This is an optimization exercise on Yosys and OpenROAD, whose aim is small area and a short achievable clock period, not a production implementation.
At most, simulation tests tie the RTL to the original design; equivalence was not proved.

==> inputs of wip/pepper <==
## mmcm_drp_ps_responder
module mmcm_drp_ps_responder (
  input  logic                  clk_usb_i,
  input  logic                  reset_n_i,
  input  logic [clk_mgmt_pkg::DRP_ADDR_W-1:0] drp_addr_i,
  input  logic                  drp_den_i,
  input  logic                  drp_dwe_i,
  input  logic [clk_mgmt_pkg::DRP_DATA_W-1:0] drp_din_i,
  output logic [clk_mgmt_pkg::DRP_DATA_W-1:0] drp_dout_o,
  output logic                  drp_drdy_o,
  input  logic                  ps_en_i,
  input  logic                  ps_incdec_i,
  output logic                  ps_done_o,
  output logic [clk_mgmt_pkg::PS_PHASE_W-1:0] ps_phase_o,
  input  logic                  lock_reset_i,
  output logic                  locked_o,
  output logic                  drp_err_o,
  output logic                  ps_err_o
);
==> module mmcm_drp_ps_responder, before the edit <==
module mmcm_drp_ps_responder (
  input  logic                  clk_usb_i,
  input  logic                  reset_n_i,
  input  logic [clk_mgmt_pkg::DRP_ADDR_W-1:0] drp_addr_i,
  input  logic                  drp_den_i,
  input  logic                  drp_dwe_i,
  input  logic [clk_mgmt_pkg::DRP_DATA_W-1:0] drp_din_i,
  output logic [clk_mgmt_pkg::DRP_DATA_W-1:0] drp_dout_o,
  output logic                  drp_drdy_o,
  input  logic                  ps_en_i,
  input  logic                  ps_incdec_i,
  output logic                  ps_done_o,
  output logic [clk_mgmt_pkg::PS_PHASE_W-1:0] ps_phase_o,
  input  logic                  lock_reset_i,
  output logic                  locked_o,
  output logic                  drp_err_o,
  output logic                  ps_err_o
);
  localparam int AW = clk_mgmt_pkg::DRP_ADDR_W;
  localparam int DW = clk_mgmt_pkg::DRP_DATA_W;
  localparam int ND = clk_mgmt_pkg::DRP_DEPTH;
  localparam int RD_GROUPS = 4;                  
  localparam int GW = $clog2(RD_GROUPS);
  localparam int LW = AW - GW;                   
  logic          s1_q, s2_q, s3_q;               
  logic          busy;
  logic          accept;
  logic [AW-1:0] addr_q;
  logic          we_q;
  logic [DW-1:0] din_q;
  logic          rst_q;
  logic [DW-1:0] dout_q;
  logic          drdy_q;
  logic          drp_err_q;
  assign busy   = s1_q | s2_q | s3_q;
  assign accept = reset_n_i & drp_den_i & ~busy;
  always_ff @(posedge clk_usb_i) begin
    s1_q      <= accept;
    s2_q      <= reset_n_i & s1_q;
    s3_q      <= reset_n_i & s2_q;
    drdy_q    <= reset_n_i & s3_q;
    drp_err_q <= reset_n_i & (drp_err_q | (drp_den_i & busy));
    rst_q     <= ~reset_n_i;
    din_q     <= drp_din_i;
    if (!busy) begin
      addr_q <= drp_addr_i;
      we_q   <= drp_dwe_i;
    end
  end
  logic [ND-1:0][DW-1:0] image_q;
  logic [DW-1:0]         wdat;
  logic                  wr;
  assign wr   = s1_q & we_q;
  assign wdat = rst_q ? '0 : din_q;
  always_ff @(posedge clk_usb_i) begin
    for (int w = 0; w < ND; w++) begin
      if (rst_q || (wr && addr_q == AW'(w))) image_q[w] <= wdat;
    end
  end
  logic [RD_GROUPS-1:0][DW-1:0] part_q;
  always_ff @(posedge clk_usb_i) begin
    for (int g = 0; g < RD_GROUPS; g++) begin
      part_q[g] <= image_q[g * (ND / RD_GROUPS) + int'(addr_q[LW-1:0])];
    end
  end
  logic [DW-1:0] rd;
  generate
    if (RD_GROUPS == 1) begin : g_one
      assign rd = part_q[0];
    end else begin : g_sel
      assign rd = part_q[addr_q[AW-1:LW]];
    end
  endgenerate
  always_ff @(posedge clk_usb_i) begin
    dout_q <= (reset_n_i & s3_q & ~we_q) ? rd : '0;
  end
  logic [5:0] lock_cnt_q;
  logic       locked_q;
  logic       lock_clr;
  logic       lock_full;
  assign lock_clr  = ~reset_n_i | lock_reset_i;
  assign lock_full = &lock_cnt_q;
  always_ff @(posedge clk_usb_i) begin
    if (lock_clr) begin
      lock_cnt_q <= '0;
      locked_q   <= 1'b0;
    end else begin
      if (!lock_full) lock_cnt_q <= lock_cnt_q + 1'b1;
      locked_q <= lock_full;
    end
  end
  mmcm_ps_engine u_ps (
    .clk_i       (clk_usb_i),
    .rst_n_i     (reset_n_i),
    .ps_en_i     (ps_en_i),
    .ps_incdec_i (ps_incdec_i),
    .locked_i    (locked_q),
    .abort_i     (lock_reset_i),
    .ps_done_o   (ps_done_o),
    .ps_phase_o  (ps_phase_o),
    .ps_err_o    (ps_err_o)
  );
  assign drp_dout_o = dout_q;
  assign drp_drdy_o = drdy_q;
  assign drp_err_o  = drp_err_q;
  assign locked_o   = locked_q;
endmodule
make LEC_CHECK=0 CAP_MARGIN=20 CORE_MARGIN=2 CORE_UTILIZATION=30 SLEW_MARGIN=20 finish   # period 6.5 ns
run.sh (not shown) runs the stock make flow with config.mk's settings and CLKGATE_MAP_FILE= SYNTH_SCRIPT=/design/flow/synth_recipe.tcl, a recipe that flattens the netlist after the stock synthesis.
==> inputs of wip/fjord, as changes to wip/pepper <==
--- a/flow/design.v
+++ b/flow/design.v
@@ -84,5 +84,2 @@
   localparam int ND = clk_mgmt_pkg::DRP_DEPTH;
-  localparam int RD_GROUPS = 4;                  
-  localparam int GW = $clog2(RD_GROUPS);
-  localparam int LW = AW - GW;                   
   logic          s1_q, s2_q, s3_q;               
@@ -112,26 +109,56 @@
   end
+  logic [7:0]  lo_hit;
+  logic [15:0] hi_hit;
+  always_comb begin
+    for (int i = 0; i < 8; i++)  lo_hit[i] = (addr_q[2:0] == 3'(i));
+    for (int j = 0; j < 16; j++) hi_hit[j] = (addr_q[6:3] == 4'(j));
+  end
   logic [ND-1:0][DW-1:0] image_q;
   logic [DW-1:0]         wdat;
-  logic                  wr;
-  assign wr   = s1_q & we_q;
-  assign wdat = rst_q ? '0 : din_q;
+  logic                  wr_acc;
+  logic [7:0]            wlo_n_q;                
+  logic [15:0]           whi_n_q;                
+  logic [ND-1:0]         wen;
+  assign wr_acc = accept & drp_dwe_i;
+  assign wdat   = rst_q ? '0 : din_q;
+  always_ff @(posedge clk_usb_i) begin
+    for (int i = 0; i < 8; i++)
+      wlo_n_q[i] <= reset_n_i & (drp_addr_i[2:0] != 3'(i));
+    for (int j = 0; j < 16; j++)
+      whi_n_q[j] <= reset_n_i & ~(wr_acc & (drp_addr_i[6:3] == 4'(j)));
+  end
+  always_comb begin
+    for (int w = 0; w < ND; w++) wen[w] = ~(wlo_n_q[w % 8] | whi_n_q[w / 8]);
+  end
   always_ff @(posedge clk_usb_i) begin
     for (int w = 0; w < ND; w++) begin
-      if (rst_q || (wr && addr_q == AW'(w))) image_q[w] <= wdat;
-    end
-  end
-  logic [RD_GROUPS-1:0][DW-1:0] part_q;
-  always_ff @(posedge clk_usb_i) begin
-    for (int g = 0; g < RD_GROUPS; g++) begin
-      part_q[g] <= image_q[g * (ND / RD_GROUPS) + int'(addr_q[LW-1:0])];
-    end
-  end
+      if (wen[w]) image_q[w] <= wdat;
+    end
+  end
+  logic [7:0]    lo_n_q;
+  logic [15:0]   hi_n_q;
+  logic [ND-1:0] sel;
   logic [DW-1:0] rd;
+  always_ff @(posedge clk_usb_i) begin
+    lo_n_q <= ~lo_hit;
+    hi_n_q <= ~hi_hit;
+  end
+  always_comb begin
+    for (int w = 0; w < ND; w++) sel[w] = ~(lo_n_q[w % 8] | hi_n_q[w / 8]);
+  end
+  localparam int NH = ND / 2;
+  logic [1:0][DW-1:0] part_d, part_q;
   generate
-    if (RD_GROUPS == 1) begin : g_one
-      assign rd = part_q[0];
-    end else begin : g_sel
-      assign rd = part_q[addr_q[AW-1:LW]];
+    for (genvar h = 0; h < 2; h++) begin : g_half
+      for (genvar b = 0; b < DW; b++) begin : g_bit
+        logic [NH-1:0] col;
+        for (genvar w = 0; w < NH; w++) begin : g_w
+          assign col[w] = image_q[h * NH + w][b];
+        end
+        drp_rd_col #(.N(NH)) u_col (.sel_i(sel[h * NH +: NH]), .dat_i(col), .bit_o(part_d[h][b]));
+      end
     end
   endgenerate
+  always_ff @(posedge clk_usb_i) part_q <= part_d;
+  assign rd = addr_q[AW-1] ? part_q[1] : part_q[0];
   always_ff @(posedge clk_usb_i) begin
@@ -170 +197,37 @@
 endmodule
+module drp_rd_col #(
+  parameter int N = 128
+) (
+  input  logic [N-1:0] sel_i,
+  input  logic [N-1:0] dat_i,
+  output logic         bit_o
+);
+  localparam int N3 = N / 3;
+  localparam int NL = N3 + ((N % 3) != 0 ? 1 : 0);
+  logic [NL-1:0] leaf_n;
+  generate
+    for (genvar k = 0; k < N3; k++) begin : g_aoi3
+      drp_rd_aoi3 u_aoi (.sel_i(sel_i[3*k +: 3]), .dat_i(dat_i[3*k +: 3]), .y_no(leaf_n[k]));
+    end
+    if (N % 3 == 2) begin : g_aoi2
+      drp_rd_aoi2 u_aoi (.sel_i(sel_i[N-1 -: 2]), .dat_i(dat_i[N-1 -: 2]), .y_no(leaf_n[N3]));
+    end else if (N % 3 == 1) begin : g_nand
+      assign leaf_n[N3] = ~(sel_i[N-1] & dat_i[N-1]);
+    end
+  endgenerate
+  assign bit_o = ~&leaf_n;
+endmodule
+module drp_rd_aoi3 (
+  input  logic [2:0] sel_i,
+  input  logic [2:0] dat_i,
+  output logic       y_no
+);
+  assign y_no = ~|(sel_i & dat_i);
+endmodule
+module drp_rd_aoi2 (
+  input  logic [1:0] sel_i,
+  input  logic [1:0] dat_i,
+  output logic       y_no
+);
+  assign y_no = ~|(sel_i & dat_i);
+endmodule
--- a/flow/config.mk
+++ b/flow/config.mk
@@ -9,3 +9,9 @@
 export CORE_MARGIN = 2
-export CORE_UTILIZATION = 30
+export CORE_UTILIZATION = 65
+export CTS_BUF_LIST = sky130_fd_sc_hd__clkbuf_16
+export CTS_CLUSTER_DIAMETER = 200
+export CTS_CLUSTER_SIZE = 22
+export PLACE_DENSITY = 0.75
+export SETUP_SLACK_MARGIN = 4.0
 export SLEW_MARGIN = 20
+export SYNTH_HIERARCHICAL = 1
==> results.cfg <==
[drt]
routed_wl_um = 221900
drt-pass1-iter-count = 5
wl_met3_um = 16930

[place]
dpl_cell_area_um2 = 88820

[status]
status = timing/DRC/antenna clean

[critical_path]
rr_endpoint = image_q[1006]

[finish]
n_antenna_cell = 5
layout.nets = 4284

[floorplan]
core_um2 = 276700

[clock_tree]
cts_max_level = 4
-- figures above: wip/pepper

==> results.cfg <==
[place]
dpl_cell_area_um2 = 80380

[drt]
wl_met3_um = 30470
drt-pass1-iter-count = 12
routed_wl_um = 205000

[critical_path]
rr_endpoint = part_q[2]

[status]
status = timing/DRC/antenna clean

[floorplan]
core_um2 = 116000
-- figures above: wip/fjord

No functional check of the RTL was part of wip/pepper.

==> re-timing with driven ports <==
The flow's constraints put no driver on any port. The routed layouts listed below were extracted and timed again, unchanged, in two steps.
Step 1 assumes that a clkbuf_16 drives the clock port and a buf_2 every other input.
Step 2 moves the port delays by t, midway between the first and last clock arrival at a register: inputs arrive t later, outputs are due t later. That takes back most of the time a late clock gives input paths.
a / b / c = ideal ports / drivers / drivers and shift; a / b = the first two.
| run | t, ns | slack for setup (ns) | worst register clock-pin slew, ns |
|---|---|---|---|
| wip/pepper | 0.923 | 2.320 / 2.320 / 2.320 | 0.07 / 0.07 |
| wip/fjord | 0.799 | 3.721 / 3.721 / 3.279 | 0.10 / 0.10 |
After both steps every run listed still meets setup and hold. The setup slack of wip/fjord, which loses most, moves by 0.000 ns with the drivers and by -0.442 ns with both steps.
